Source: an optimization exercise on an open RTL-to-GDS flow (aim: small area, a short achievable clock period and few clock cycles per item). Production flows keep margins and buffers that such runs may drop.
Only simulation tests tie the RTL to the original design; equivalence was not proved.
Power is estimated from default activity; no workload was simulated.

==> flow/design.v (excerpt) <==
module conv_pair_top (
    input  logic                 clk_i,
    input  logic                 reset_i,
    input  logic                 win_valid_i,
    input  logic [127:0]         win_i,            
    output logic                 credit_o,
    input  logic                 credit_i,
    output logic                 result_valid_o,
    output logic [31:0]          result_o          
);
==> flow/config.mk <==
export PLATFORM = sky130hd
export DESIGN_NAME = conv_pair_top
export DESIGN_NICKNAME = conv_pair_top
export VERILOG_FILES = /design/flow/design.v
export SDC_FILE = /design/flow/constraint.sdc
export NUM_CORES = 4
export LEC_CHECK = 0
export CAP_MARGIN = 20
export CORE_MARGIN = 2
export CORE_UTILIZATION = 40
export SETUP_SLACK_MARGIN = 4.0
export SLEW_MARGIN = 20
export SYNTH_HIERARCHICAL = 1
export SYNTH_MINIMUM_KEEP_SIZE = 0
==> flow/constraint.sdc <==
create_clock -name core_clock -period 10.0 [get_ports {clk_i}]
set_input_delay 2.0000 -clock core_clock [delete_from_list [all_inputs] [get_ports {clk_i}]]
set_output_delay 2.0000 -clock core_clock [all_outputs]
set_load 0.01 [all_outputs]
standard.sh (not shown) runs the stock make flow with config.mk's settings and CLKGATE_MAP_FILE= SYNTH_SCRIPT=/design/flow/synth_recipe.tcl, a recipe that flattens the netlist after the stock synthesis.
==> flow/flow/run.sh <==
#!/bin/bash
# Standard layout (the standard.sh, all ORFS steps), except that the port buffers are
# buf_2 cells instead of the delay buffers buffer_ports picks by default.
# Each tool's full output is in orfs/logs/; make's own output is in make.log.
set -euo pipefail
bash standard.sh BUFFER_PORTS_ARGS="-buffer_cell sky130_fd_sc_hd__buf_2" finish > make.log 2>&1
The baseline completed without violations.
Testbench counts at the start, summed over its fixed seeds: cycles 968, items 960.
==> next run, changes <==
==> flow/flow/run.sh (replaced) <==
#!/bin/bash
# Standard layout (the standard.sh, all ORFS steps), except that the port buffers are
# buf_1 cells instead of the delay buffers buffer_ports picks by default.
# Each tool's full output is in orfs/logs/; make's own output is in make.log.
set -euo pipefail
bash standard.sh BUFFER_PORTS_ARGS="-buffer_cell sky130_fd_sc_hd__buf_1" finish > make.log 2>&1
Settings changed: CORE_UTILIZATION 40 to 65, CTS_BUF_LIST set to sky130_fd_sc_hd__clkbuf_4 sky130_fd_sc_hd__clkbuf_8.
The changed run completed with no timing, DRC or antenna violations.
First-iteration DRC count went up by 0.82%.
Via count grows by 0.59%.
Final area is lower by 4.7%.
Clock skew stays flat.
Total power goes down by 4.8%.
Die area goes down by 37%.
Final cell count came out lower by 8.8%.
Synthesized area stays the same.
Critical path depth stays the same.
==> next run, changes <==
==> flow/flow/run.sh (replaced) <==
#!/bin/bash
# Standard layout (the standard.sh, all ORFS steps), except that the port buffers are
# buf_2 cells instead of the delay buffers buffer_ports picks by default.
# Each tool's full output is in orfs/logs/; make's own output is in make.log.
set -euo pipefail
bash standard.sh BUFFER_PORTS_ARGS="-buffer_cell sky130_fd_sc_hd__buf_2" finish > make.log 2>&1
Settings changed: CORE_UTILIZATION 65 to 40, CTS_BUF_LIST sky130_fd_sc_hd__clkbuf_4 sky130_fd_sc_hd__clkbuf_8 to not set, SETUP_SLACK_MARGIN 4.0 to 3.5.
Via count shrinks by 0.59%.
Total power grows by about 5%.
Clock power grows by about 40%.
Area after synthesis does not change.
Sequential power hardly moves.
Maximum frequency grows by 2.4%.
Final area grows by 5.0%.
Flip-flop and latch count stays the same.
First-iteration DRC count shrinks by 0.82%.


conv_pair_top, a different RTL version from the one above (not shown whole).
Size: about 670 cells after synthesis, ~74 flip-flops, about 170 I/O pins, about 7500 um2 of cells after synthesis.
==> flow/config.mk <==
export PLATFORM = sky130hd
export DESIGN_NAME = conv_pair_top
export DESIGN_NICKNAME = conv_pair_top
export VERILOG_FILES = /design/flow/design.v
export SDC_FILE = /design/flow/constraint.sdc
export NUM_CORES = 4
export LEC_CHECK = 0
export CAP_MARGIN = 20
export CORE_MARGIN = 2
export CORE_UTILIZATION = 65
export CTS_BUF_LIST = sky130_fd_sc_hd__clkbuf_4 sky130_fd_sc_hd__clkbuf_8
export SETUP_SLACK_MARGIN = 5.0
export SLEW_MARGIN = 20
export SYNTH_HIERARCHICAL = 1
export SYNTH_MINIMUM_KEEP_SIZE = 0
==> flow/constraint.sdc <==
create_clock -name core_clock -period 10.0 [get_ports {clk_i}]
set_input_delay 2.0000 -clock core_clock [delete_from_list [all_inputs] [get_ports {clk_i}]]
set_output_delay 2.0000 -clock core_clock [all_outputs]
set_load 0.01 [all_outputs]
==> flow/flow/run.sh <==
#!/bin/bash
set -euo pipefail
bash standard.sh SETUP_SLACK_MARGIN=6.0 BUFFER_PORTS_ARGS="-buffer_cell sky130_fd_sc_hd__buf_2" finish > make.log 2>&1
Testbench counts at the start, summed over its fixed seeds: cycles 968, items 960.
==> next run, changes <==
==> flow/flow/run.sh (replaced) <==
#!/bin/bash
# Standard layout (the standard.sh, all ORFS steps), except that the port buffers are
# buf_2 cells instead of the delay buffers buffer_ports picks by default.
# Each tool's full output is in orfs/logs/; make's own output is in make.log.
set -euo pipefail
bash standard.sh BUFFER_PORTS_ARGS="-buffer_cell sky130_fd_sc_hd__buf_2" finish > make.log 2>&1
The changed run completed without violations.
Critical path depth increases by 2.
Core utilization falls by 8.6 points.
Worst setup slack got worse by 170 ps.
Non-clock buffer count fell by 41.
Count of clock-buffer cells in the layout does not change.
Wire length goes down by 17%.
Die area stays the same.
==> next run, changes <==
==> flow/flow/run.sh (replaced) <==
#!/bin/bash
set -euo pipefail
bash standard.sh SETUP_SLACK_MARGIN=5.5 BUFFER_PORTS_ARGS="-buffer_cell sky130_fd_sc_hd__buf_2" finish > make.log 2>&1
Via count rose by 10%.
Setup slack improved by 120 ps.
Clock power went down by about 26%.
Synthesized cell count does not change.
Final area is higher by about 11%.
Hold slack gains 14 ps.

separate check: timing with driven ports:
No port has a modelled driver above. Below, the same layouts with a new extraction and two added sets of constraints.
Step 1, drivers: a clkbuf_16 drives clk_i and a buf_2 each remaining input, both assumed.
Step 2 moves the port delays by t, midway between the first and last clock arrival at a register: inputs arrive t later, outputs are due t later. That takes back most of the time a late clock gives input paths.
Three values: no drivers, after step 1, after step 2; two values: the first two.
run	t, ns	slack for setup (ns)	latest minus earliest clock arrival (ns)	slew at the worst register clock pin (ns)	cell pins on the clock port's net
the first run of note 1	0.366	4.389 / 4.408 / 4.042	0.006 / 0.007	0.06 / 0.06	1
the second run of note 1	0.357	4.256 / 4.261 / 3.904	0.009 / 0.010	0.08 / 0.08	1
the third run of note 1	0.366	4.389 / 4.408 / 4.042	0.006 / 0.007	0.06 / 0.06	1
the first run of note 2	0.394	5.294 / 5.286 / 4.893	0.012 / 0.013	0.08 / 0.08	1
the second run of note 2	0.389	5.125 / 5.142 / 4.753	0.011 / 0.011	0.08 / 0.08	1
the third run of note 2	0.397	5.246 / 5.229 / 4.832	0.015 / 0.015	0.09 / 0.09	1
After both steps setup and hold are still met in every run listed. For the third run of note 2, which loses most, drivers alone change the setup slack by -0.017 ns; drivers and shift together by -0.414 ns.
